Context: an optimization exercise on an open-source flow, tuned for a short achievable clock period and few clock cycles per item. The choices shown serve that exercise and are no tape-out recipe.
The RTL was checked by simulation tests, not by an equivalence proof against the original design.
Power figures rest on the tool's default switching activity, not on a simulated workload.

### flow/design.v
package hssl_pkg;
  typedef logic [32-1:0]      key_t;
  typedef logic [3-1:0]    route_t;
  typedef logic [6-1:0]    shift_t;
  typedef logic [8-1:0] cfg_addr_t;
  typedef logic [8*32-1:0] key_array_t;
  typedef logic [8*3-1:0] route_array_t;
  typedef logic [4*32-1:0] fmsk_array_t;
  typedef logic [4*6-1:0] fsft_array_t;
endpackage
`timescale 1ns/10ps
module config_regs
(
  input  logic         pl_clk0_buf_int,
  input  logic         rst_n,
  input  hssl_pkg::cfg_addr_t    cfg_addr,
  input  hssl_pkg::key_t         cfg_wdata,
  input  logic         cfg_en,
  input  logic         cnt_routed,    
  input  logic         cnt_timeout,   
  input  logic         cnt_miss,      
  output hssl_pkg::key_t         mp_key,
  output hssl_pkg::fmsk_array_t  mp_fmsk,
  output hssl_pkg::fsft_array_t  mp_fsft,
  output hssl_pkg::key_array_t   rt_key,
  output hssl_pkg::key_array_t   rt_mask,
  output hssl_pkg::route_array_t rt_route,
  output hssl_pkg::key_t         drop_wait,
  output logic                   dw_zero,
  output logic                   dw_one,
  output hssl_pkg::key_t         dw_m1,
  output hssl_pkg::key_t         routed_count,
  output hssl_pkg::key_t         dropped_count
);
  always_ff @(posedge pl_clk0_buf_int)
  begin
    if (!rst_n)
    begin
      mp_key    <= '0;
      mp_fmsk   <= '0;
      mp_fsft   <= '0;
      rt_key    <= '0;
      rt_mask   <= '0;
      rt_route  <= '0;
      drop_wait <= '0;
    end
    else if (cfg_en)
    begin
      if (cfg_addr == 8'h00)
        mp_key <= cfg_wdata;
      if (cfg_addr == 8'h50)
        drop_wait <= cfg_wdata;
      for (int i = 0; i < 4; i++)
      begin
        if (cfg_addr == hssl_pkg::cfg_addr_t'(8'h10 + i))
          mp_fmsk[i*32 +: 32] <= cfg_wdata;
        if (cfg_addr == hssl_pkg::cfg_addr_t'(8'h14 + i))
          mp_fsft[i*6 +: 6] <= cfg_wdata[6-1:0];
      end
      for (int i = 0; i < 8; i++)
      begin
        if (cfg_addr == hssl_pkg::cfg_addr_t'(8'h20 + i))
          rt_key[i*32 +: 32] <= cfg_wdata;
        if (cfg_addr == hssl_pkg::cfg_addr_t'(8'h30 + i))
          rt_mask[i*32 +: 32] <= cfg_wdata;
        if (cfg_addr == hssl_pkg::cfg_addr_t'(8'h40 + i))
          rt_route[i*3 +: 3] <= cfg_wdata[3-1:0];
      end
    end
  end
  always_ff @(posedge pl_clk0_buf_int)
  begin
    dw_zero <= (drop_wait == '0);
    dw_one  <= (drop_wait == hssl_pkg::key_t'(1));
    dw_m1   <= drop_wait - hssl_pkg::key_t'(1);
  end
  hssl_pkg::key_t routed_p1;
  hssl_pkg::key_t dropped_p0;
  hssl_pkg::key_t dropped_p1;
  assign routed_p1  = routed_count + hssl_pkg::key_t'(1);
  assign dropped_p0 = dropped_count + hssl_pkg::key_t'(cnt_miss);
  assign dropped_p1 = dropped_count + hssl_pkg::key_t'(cnt_miss) + hssl_pkg::key_t'(1);
  always_ff @(posedge pl_clk0_buf_int)
  begin
    if (!rst_n)
    begin
      routed_count  <= '0;
      dropped_count <= '0;
    end
    else
    begin
      if (cnt_routed)
        routed_count <= routed_p1;
      dropped_count <= cnt_timeout ? dropped_p1 : dropped_p0;
    end
  end
endmodule
`timescale 1ns/10ps
module event_mapper
(
  input  logic        pl_clk0_buf_int,
  input  logic        rst_n,
  input  hssl_pkg::key_t        evt_data,
  input  logic        evt_vld,
  input  logic        evt_rdy,
  input  hssl_pkg::key_t        mp_key,
  input  hssl_pkg::fmsk_array_t mp_fmsk,
  input  hssl_pkg::fsft_array_t mp_fsft,
  output hssl_pkg::key_t        map_key,
  output logic        map_vld
);
  localparam int KB = 32;
  localparam int SB = 6;
  localparam int NM = 4;
  hssl_pkg::key_t s0_data;
  logic           s0_vld;
  logic [NM*KB-1:0] s1_fld;
  logic             s1_vld;
  always_ff @(posedge pl_clk0_buf_int)
  begin
    s0_data <= evt_data;
    if (!rst_n)
    begin
      s0_vld  <= 1'b0;
      s1_vld  <= 1'b0;
      map_vld <= 1'b0;
    end
    else
    begin
      s0_vld  <= evt_vld && evt_rdy;
      s1_vld  <= s0_vld;
      map_vld <= s1_vld;
    end
  end
  always_ff @(posedge pl_clk0_buf_int)
  begin
    for (int i = 0; i < NM; i++)
      s1_fld[i*KB +: KB] <= (s0_data & mp_fmsk[i*KB +: KB]) >> mp_fsft[i*SB +: 3];
  end
  hssl_pkg::key_t key_nxt;
  always_comb
  begin
    key_nxt = mp_key;
    for (int i = 0; i < NM; i++)
      if (!mp_fsft[i*SB + 5])
        key_nxt = key_nxt | (s1_fld[i*KB +: KB] >> {mp_fsft[i*SB + 3 +: 2], 3'b000});
  end
  always_ff @(posedge pl_clk0_buf_int)
  begin
    map_key <= key_nxt;
  end
endmodule
`timescale 1ns/10ps
module route_table
(
  input  logic         pl_clk0_buf_int,
  input  logic         rst_n,
  input  hssl_pkg::key_t         map_key,
  input  logic         map_vld,
  input  hssl_pkg::key_array_t   rt_key,
  input  hssl_pkg::key_array_t   rt_mask,
  input  hssl_pkg::route_array_t rt_route,
  output hssl_pkg::key_t         rtd_key,
  output hssl_pkg::route_t       rtd_route,
  output logic         rtd_hit,
  output logic         rtd_vld
);
  localparam int KB = 32;
  localparam int NR = 8;
  localparam int RB = 3;
  localparam int GB = 8;             
  localparam int NG = KB / GB;
  logic [NR*NG-1:0] s3_grp;
  hssl_pkg::key_t   s3_key;
  logic             s3_vld;
  always_ff @(posedge pl_clk0_buf_int)
  begin
    s3_key <= map_key;
    for (int i = 0; i < NR; i++)
      for (int g = 0; g < NG; g++)
        s3_grp[i*NG + g] <= ~|((map_key[g*GB +: GB] & rt_mask[i*KB + g*GB +: GB]) ^ rt_key[i*KB + g*GB +: GB]);
  end
  logic             hit_nxt;
  hssl_pkg::route_t route_nxt;
  always_comb
  begin
    hit_nxt   = 1'b0;
    route_nxt = '0;
    for (int i = NR - 1; i >= 0; i--)
    begin
      if (&s3_grp[i*NG +: NG])
      begin
        hit_nxt   = 1'b1;
        route_nxt = rt_route[i*RB +: RB];
      end
    end
  end
  always_ff @(posedge pl_clk0_buf_int)
  begin
    rtd_key   <= s3_key;
    rtd_route <= route_nxt;
    rtd_hit   <= hit_nxt;
  end
  always_ff @(posedge pl_clk0_buf_int)
  begin
    if (!rst_n)
    begin
      s3_vld  <= 1'b0;
      rtd_vld <= 1'b0;
    end
    else
    begin
      s3_vld  <= map_vld;
      rtd_vld <= s3_vld;
    end
  end
endmodule
`timescale 1ns/10ps
module drop_timer
(
  input  logic pl_clk0_buf_int,
  input  logic rst_n,
  input  logic dw_zero,           
  input  logic dw_one,            
  input  hssl_pkg::key_t dw_m1,   
  input  logic timer_start,       
  input  logic timer_cont,        
  output logic timer_expired
);
  hssl_pkg::key_t left;
  always_ff @(posedge pl_clk0_buf_int)
  begin
    if (!rst_n)
      timer_expired <= 1'b0;
    else if (timer_start)
      timer_expired <= dw_one;
    else if (timer_cont)
      timer_expired <= !dw_zero && (left == hssl_pkg::key_t'(1));
    else
      timer_expired <= 1'b0;
  end
  always_ff @(posedge pl_clk0_buf_int)
  begin
    if (timer_start)
      left <= dw_m1;
    else
      left <= left - hssl_pkg::key_t'(1);
  end
endmodule
`timescale 1ns/10ps
module router_ctrl
#(
  parameter int DEPTH = 16,         
  parameter int AW    = 4           
)
(
  input  logic                          pl_clk0_buf_int,
  input  logic                          rst_n,
  input  logic                          evt_vld,
  output logic                          evt_rdy,
  input  hssl_pkg::key_t                          rtd_key,
  input  hssl_pkg::route_t                        rtd_route,
  input  logic                          rtd_hit,
  input  logic                          rtd_vld,
  output hssl_pkg::key_t                          out_key,
  output logic [8-1:0] out_vld,
  input  logic [8-1:0] out_rdy,
  output logic                          timer_start,
  output logic                          timer_cont,
  input  logic                          timer_expired,
  output logic                          cnt_routed,
  output logic                          cnt_timeout,
  output logic                          cnt_miss
);
  localparam int KB = 32;
  localparam int RB = 3;
  localparam int NC = 8;
  hssl_pkg::key_t   q_key   [DEPTH];
  hssl_pkg::route_t q_route [DEPTH];
  logic [AW:0]      wr_ptr;
  logic [AW:0]      rd_ptr;
  logic             q_nempty;
  logic             q_push;
  assign q_push   = rtd_vld && rtd_hit;
  assign q_nempty = (wr_ptr != rd_ptr);
  assign cnt_miss = rtd_vld && !rtd_hit;
  always_ff @(posedge pl_clk0_buf_int)
  begin
    if (q_push)
    begin
      q_key[wr_ptr[AW-1:0]]   <= rtd_key;
      q_route[wr_ptr[AW-1:0]] <= rtd_route;
    end
  end
  logic           active;
  logic           chan_rdy;
  logic           offer_end;
  logic           take;
  hssl_pkg::key_t   head_key;
  hssl_pkg::route_t head_route;
  logic [NC-1:0]  head_vld;
  assign head_key   = q_key[rd_ptr[AW-1:0]];
  assign head_route = q_route[rd_ptr[AW-1:0]];
  always_comb
  begin
    head_vld = '0;
    head_vld[head_route] = 1'b1;
  end
  assign chan_rdy  = |(out_vld & out_rdy);
  assign offer_end = chan_rdy || timer_expired;
  assign take      = q_nempty && (!active || offer_end);
  assign timer_start = take;
  assign timer_cont  = active && !offer_end;
  assign cnt_routed  = chan_rdy;
  assign cnt_timeout = timer_expired && !chan_rdy;
  always_ff @(posedge pl_clk0_buf_int)
  begin
    if (!rst_n)
    begin
      wr_ptr  <= '0;
      rd_ptr  <= '0;
      active  <= 1'b0;
      out_vld <= '0;
    end
    else
    begin
      if (q_push)
        wr_ptr <= wr_ptr + 1'b1;
      if (take)
      begin
        rd_ptr  <= rd_ptr + 1'b1;
        active  <= 1'b1;
        out_vld <= head_vld;
      end
      else if (offer_end)
      begin
        active  <= 1'b0;
        out_vld <= '0;
      end
    end
  end
  always_ff @(posedge pl_clk0_buf_int)
  begin
    if (take)
      out_key <= head_key;
  end
  logic [AW:0] credit;
  logic [AW:0] credit_base;
  logic        acc;
  assign acc         = evt_vld && evt_rdy;
  assign credit_base = credit - (AW+1)'(cnt_miss);
  always_ff @(posedge pl_clk0_buf_int)
  begin
    if (!rst_n)
    begin
      credit  <= '0;
      evt_rdy <= 1'b1;
    end
    else
    begin
      case ({acc, take})
        2'b10:   credit <= credit_base + 1'b1;
        2'b01:   credit <= credit_base - 1'b1;
        default: credit <= credit_base;
      endcase
      if (acc)
        evt_rdy <= (credit_base < (AW+1)'(DEPTH - 1));
      else
        evt_rdy <= (credit_base < (AW+1)'(DEPTH));
    end
  end
endmodule
`timescale 1ns/10ps
module dvs_hssl_router_top
(
  input  logic                          pl_clk0_buf_int,
  input  logic                          rst_n,
  input  hssl_pkg::cfg_addr_t                     cfg_addr,
  input  hssl_pkg::key_t                          cfg_wdata,
  input  logic                          cfg_en,
  input  hssl_pkg::key_t                          evt_data,
  input  logic                          evt_vld,
  output logic                          evt_rdy,
  output hssl_pkg::key_t                          out_key,
  output logic [8-1:0] out_vld,
  input  logic [8-1:0] out_rdy,
  output hssl_pkg::key_t                          routed_count,
  output hssl_pkg::key_t                          dropped_count
);
  hssl_pkg::key_t         mp_key;
  hssl_pkg::fmsk_array_t  mp_fmsk;
  hssl_pkg::fsft_array_t  mp_fsft;
  hssl_pkg::key_array_t   rt_key;
  hssl_pkg::key_array_t   rt_mask;
  hssl_pkg::route_array_t rt_route;
  hssl_pkg::key_t         drop_wait;
  logic                   dw_zero;
  logic                   dw_one;
  hssl_pkg::key_t         dw_m1;
  hssl_pkg::key_t         map_key;
  logic                   map_vld;
  hssl_pkg::key_t         rtd_key;
  hssl_pkg::route_t       rtd_route;
  logic                   rtd_hit;
  logic                   rtd_vld;
  logic         timer_start;
  logic         timer_cont;
  logic         timer_expired;
  logic         cnt_routed;
  logic         cnt_timeout;
  logic         cnt_miss;
  config_regs cr (
      .pl_clk0_buf_int (pl_clk0_buf_int)
    , .rst_n           (rst_n)
    , .cfg_addr        (cfg_addr)
    , .cfg_wdata       (cfg_wdata)
    , .cfg_en          (cfg_en)
    , .cnt_routed      (cnt_routed)
    , .cnt_timeout     (cnt_timeout)
    , .cnt_miss        (cnt_miss)
    , .mp_key          (mp_key)
    , .mp_fmsk         (mp_fmsk)
    , .mp_fsft         (mp_fsft)
    , .rt_key          (rt_key)
    , .rt_mask         (rt_mask)
    , .rt_route        (rt_route)
    , .drop_wait       (drop_wait)
    , .dw_zero         (dw_zero)
    , .dw_one          (dw_one)
    , .dw_m1           (dw_m1)
    , .routed_count    (routed_count)
    , .dropped_count   (dropped_count)
    );
  event_mapper em (
      .pl_clk0_buf_int (pl_clk0_buf_int)
    , .rst_n           (rst_n)
    , .evt_data        (evt_data)
    , .evt_vld         (evt_vld)
    , .evt_rdy         (evt_rdy)
    , .mp_key          (mp_key)
    , .mp_fmsk         (mp_fmsk)
    , .mp_fsft         (mp_fsft)
    , .map_key         (map_key)
    , .map_vld         (map_vld)
    );
  route_table rt (
      .pl_clk0_buf_int (pl_clk0_buf_int)
    , .rst_n           (rst_n)
    , .map_key         (map_key)
    , .map_vld         (map_vld)
    , .rt_key          (rt_key)
    , .rt_mask         (rt_mask)
    , .rt_route        (rt_route)
    , .rtd_key         (rtd_key)
    , .rtd_route       (rtd_route)
    , .rtd_hit         (rtd_hit)
    , .rtd_vld         (rtd_vld)
    );
  drop_timer dt (
      .pl_clk0_buf_int (pl_clk0_buf_int)
    , .rst_n           (rst_n)
    , .dw_zero         (dw_zero)
    , .dw_one          (dw_one)
    , .dw_m1           (dw_m1)
    , .timer_start     (timer_start)
    , .timer_cont      (timer_cont)
    , .timer_expired   (timer_expired)
    );
  router_ctrl rc (
      .pl_clk0_buf_int (pl_clk0_buf_int)
    , .rst_n           (rst_n)
    , .evt_vld         (evt_vld)
    , .evt_rdy         (evt_rdy)
    , .rtd_key         (rtd_key)
    , .rtd_route       (rtd_route)
    , .rtd_hit         (rtd_hit)
    , .rtd_vld         (rtd_vld)
    , .out_key         (out_key)
    , .out_vld         (out_vld)
    , .out_rdy         (out_rdy)
    , .timer_start     (timer_start)
    , .timer_cont      (timer_cont)
    , .timer_expired   (timer_expired)
    , .cnt_routed      (cnt_routed)
    , .cnt_timeout     (cnt_timeout)
    , .cnt_miss        (cnt_miss)
    );
endmodule
### flow/run.sh
#!/bin/bash
# synth_recipe.tcl (not shown) runs the flow's synth.tcl, then flattens the netlist and writes it again
# the make line also repeats each setting of config.mk as NAME=value (left out here)
make -C /OpenROAD-flow-scripts/flow DESIGN_CONFIG=/design/flow/config.mk WORK_HOME=/design/flow/orfs CLKGATE_MAP_FILE= SYNTH_SCRIPT=/design/flow/synth_recipe.tcl finish
### flow/config.mk
export PLATFORM = sky130hd
export DESIGN_NAME = dvs_hssl_router_top
export DESIGN_NICKNAME = dvs_hssl_router_top
export VERILOG_FILES = /design/flow/design.v
export SDC_FILE = /design/flow/constraint.sdc
export NUM_CORES = 4
export LEC_CHECK = 0
export CAP_MARGIN = 20
export CORE_MARGIN = 2
export CORE_UTILIZATION = 40
export SLEW_MARGIN = 20
### flow/constraint.sdc
create_clock -name core_clock -period 4.0 [get_ports {pl_clk0_buf_int}]
set_input_delay 0.8000 -clock core_clock [delete_from_list [all_inputs] [get_ports {pl_clk0_buf_int}]]
set_output_delay 0.8000 -clock core_clock [all_outputs]
set_load 0.01 [all_outputs]
==> impl_summary.txt <==
----------------------------------------------------
[Cells and area]
  Layout cell share with drive strength beyond 1 ... 0.106
  Layout filler cell count ... 16568
  Multi-input combinational cell area ... 29000 sq um
  Area added between synthesis and finish ... 15.1%
  Sequential cell area ... 42000 sq um
  Number of nets in the finished design ... 7332

[Global routing]
  Number of antenna violations at the first check in global routing ... 18
  Vias in the first global route ... 50522
  First-pass GRT wire length ... 328 mm
  Total Routing Usage GR ... 0.233
  Gr ovfl total ... 0
  Largest net degree at the start of global routing ... 132

[Routing]
  Vias per cell ... 5.43
  Number of nets still failing antenna checks after routing ... 0
  Routed wire per std cell ... 22.6 microns
  DRT iter0 DRCs ... 5284
  Detailed-route DRC error count ... 0
  Total Routed Length ... 221 mm
  Number of iterations in the first detailed-routing pass ... 8
  Number of vias in the routed layout ... 52922

[Floorplan]
  Die span in y ... 431 microns
  Floorplan Core Area ... 181000 sq um
  Ports ... 189
  Die width ... 431 microns
  Placement row count ... 156
  Effective utilization at floorplan ... 0.403
  Area of the die ... 186000 sq um

[Clock tree]
  Source-to-sink clock delay at the later pin of the worst-skew pair ... 840 ps
  Post-CTS repair timing setup buffer count ... 0
  H-tree depth ... 4
  CTS root buffer ... clkbuf_16
  TritonCTS buffer count ... 184
  # clock sinks ... 1801
  Buffer depth of the longest clock path ... 3
  Resized cells post-CTS ... 0
  CTS tree ... done
  Clock-pin transition on the worst setup and hold timing paths ... 60 ps
  Number of buffers added to fix hold violations after cts ... 0

[STA]
  Final critical-path required period ... 3450 ps
  Slew at the pin with the worst max-slew slack ... 1160 ps
  Hold Vio Cnt, Final ... 0
  Final setup fails ... 0
  Worst rel slew slack ... 0.222
  Fmax ... 0.290 GHz
  Unrepaired setup endpoints after global routing ... no
  Final worst clock skew ... 40.0 ps
  Final slew viol count ... 0
  Final clock period utilization by the worst path ... 0.863
  Setup tns final ... 0 ps

[Yosys]
  Area contributors post-synth ... dfxtp_1 (33%), edfxtp_1 (24%), nand2_1 (10%), mux4_2 (6.1%), a21oi_1 (5.6%)
  Share of synthesized area occupied by flip-flops and latches ... 0.575
  Avg Cell Area, Syn ... 10.1 sq um
  Share of Yosys cell area claimed by the top area cell type ... 0.332
  Instance count of the mapped netlist ... 7197
  Proportion of register bits with asynchronous set or reset after synthesis ... 0
  Syn_nets ... 7302
  Dominant cell by count in the synthesized netlist ... nand2_1
  Count of different cell masters after synthesis ... 76
  Cell accounting for the most synthesized area ... dfxtp_1
  Number of flops mapped to enable cells by yosys ... 592
  Most frequently used flop master after synthesis ... dfxtp_1
  Register bit count reported by yosys ... 1801
  Number of warnings reported in the yosys synthesis log ... 5
  Commonest cells in the netlist ... nand2_1 (2009), dfxtp_1 (1209), a21oi_1 (814)
  Mapped Area ... 73000 sq um

[Setup path]
  Highest fanout seen on the critical path ... 11
  Sort of element at the start of the critical path ... register
  Worst setup path category ... register to register
  Worst Setup End Kind ... register
  Arrival time of data at the critical path endpoint ... 4190 ps
  Required time of the critical path ... 4740 ps

[Pwr]
  Pwr Density ... 483 nW/um^2
  Leak pwr ... 26.4 nW
  Gate power share ... 0.075
  Switching power of the nets ... 9.45 mW
  Worst IR drop on VDD ... 0.000398 V
  Clock group share of total power ... 0.443
  Part of the power in registers ... 0.482
  Switching Share ... 0.233
  Cell-internal power ... 31.1 mW
  Total power ... 40.6 mW

[Hold path]
  Tightest Hold Check Type ... register to register

[Run status]
  Status ... complete, no violations

[Placed design]
  Post-DP HPWL ... 142 mm
  Count of input and output buffers ... 188
  Final GP Congestion ... 0.940

[Flow run]
  Max Cap Violations ... 0

----------------------------------------------------
[cells by family (layout without fill, tap and decap cells)]
| logic type | after synthesis | after routing | share of synthesized area |
|---|---|---|---|
| compound gates | 1123 | 1123 | 0.0821 |
| flops | 1801 | 1801 | 0.575 |
| mux | 483 | 483 | 0.100 |
| simple gates | 2798 | 2798 | 0.161 |
| other cells | 0 | 2 | 0 |
| buf+inv | 568 | 748 | 0.0296 |
| fa+ha+maj | 21 | 21 | 0.00360 |
| xor+xnor | 403 | 403 | 0.0484 |
[placed cells by master (no fill, tap or decap), types with 11 or more instances in the layout]
master / synthesis / final
nand3_1: 216 / 216
a22oi_1: 17 / 17
nor2b_1: 16 / 16
bufinv_16: 0 / 17
and3_1: 15 / 15
edfxtp_1: 592 / 592
clkbuf_8: 0 / 40
mux2_2: 14 / 14
xor2_1: 330 / 330
a21oi_1: 814 / 814
nor3_1: 46 / 42
a31oi_1: 16 / 16
dfxtp_1: 1209 / 1194
buf_4: 2 / 164
nand2_1: 2009 / 2009
nand4_1: 95 / 95
nor3b_1: 14 / 11
mux2i_1: 272 / 272
or3_1: 17 / 17
o22ai_1: 48 / 48
nor4_1: 19 / 18
and2_1: 15 / 15
buf_12: 0 / 19
nor2_1: 243 / 211
o21ai_0: 168 / 167
clkbuf_16: 0 / 187
nand3b_1: 24 / 24
nand2b_1: 20 / 20
dfxtp_2: 0 / 12
xnor2_1: 73 / 73
ha_1: 21 / 21
clkbuf_1: 457 / 39
clkinv_2: 0 / 25
inv_1: 39 / 38
mux4_2: 197 / 197
nor2_4: 2 / 14
clkdlybuf4s50_1: 0 / 181
nor2_2: 1 / 21
o211ai_1: 12 / 12
[per-stage QoR]
step	util	setup WS [ps]	instance area (sq um)	hold slack, ps	instances
floorplan	-	61.9	73000	310	7197
global placement	0.429	4.67	77600	310	9410
detailed placement	0.429	78.6	77600	312	9410
CTS	0.464	582	84000	315	9746
global route	0.464	298	84000	326	9748
finish	0.464	547	84000	311	9749
[layer usage]
metal	wire [microns]	GRT usage	vias up
met4	8050	0.0847	8
met2	103000	0.376	1763
li1	-	-	24805
met3	14700	0.0367	394
met1	94600	0.317	25952
met5	57	0	-
[critical path: stages, from the launching register on]
cell	delay [ps]
dfxtp_1	320
nor2b_1	390
ha_1	380
and2_1	480
nand4_1	300
nor2_1	260
mux2i_1	250
nor4b_2	220
buf_4	220
a21oi_1	90
or3_1	320
a21oi_1	140
[area by class of cell]
class                      count  area share
sequential                  1801       0.500
multi-input combinational   4828       0.345
clock buffer                 268      0.0641
timing repair buffer         372      0.0412
tap                         2370      0.0353
clock inverter                68      0.0120
inverter                      40     0.00191
antenna                        2   0.0000596
[state kept, by name, summed over array words and instances, names as in the netlist, 32 cells and up, named ones only]
signal / count
cr.drop_wait: 32
cr.dropped_count: 32
cr.dw_m1: 32
cr.mp_fmsk: 128
cr.mp_key: 32
cr.routed_count: 32
cr.rt_key: 256
cr.rt_mask: 256
dt.left: 32
em.map_key: 32
em.s0_data: 32
em.s1_fld: 128
rc.out_key: 32
rc.q_key: 512
rc.q_route: 48
rt.rtd_key: 32
rt.s3_grp: 32
rt.s3_key: 32
[path summary, 6_finish.rpt]
check | start | to | slack (ps) | cells after the start
min reg2reg | rt.s3_key[18] | rt.rtd_key[18] | 310 | 0
max reg2reg | rt.rtd_vld | cr.dropped_count[24] | 550 | 11
min | rt.s3_key[18] | rt.rtd_key[18] | 310 | 0
max | rt.rtd_vld | cr.dropped_count[24] | 550 | 11
[power by group through the flow]
stage          clock [mW]  combinational (mW)  sequential [mW]
2_1_floorplan           0                2.05             19.8
6_report             18.0                3.05             19.5
3_3_place_gp            0                3.08             19.9
4_1_cts              18.2                3.10             19.6
3_5_place_dp            0                3.09             19.9
5_1_grt              19.0                3.31             19.6
Testbench counts, summed over its fixed seeds: cycles 3,913, items 3,200.

-- static timing again, ports no longer ideal --
How much do the figures lean on ideal ports? The routed layout below was timed once more, with nothing changed but the port constraints.
Step 1: set_driving_cell puts a clkbuf_16 on pl_clk0_buf_int and a buf_2 on each other input, an assumption about the parent block.
Step 2 times the ports against the registers' clock, not the clock port: input delays grow and output delays shrink by t, the midpoint of the rising clock arrivals with the driver on.
a / b / c = no drivers / after step 1 / after step 2; a / b = the first two.
shift t [ns]: 0.905
setup WS [ns]: 0.547 / 0.547 / 0.139
worst data-port slew with drivers (ns): 0.09
cell pins on the clock port's net: 1
After both steps setup and hold are still met in this run. The setup slack of this run moves by 0.000 ns with the drivers and by -0.408 ns with both steps.
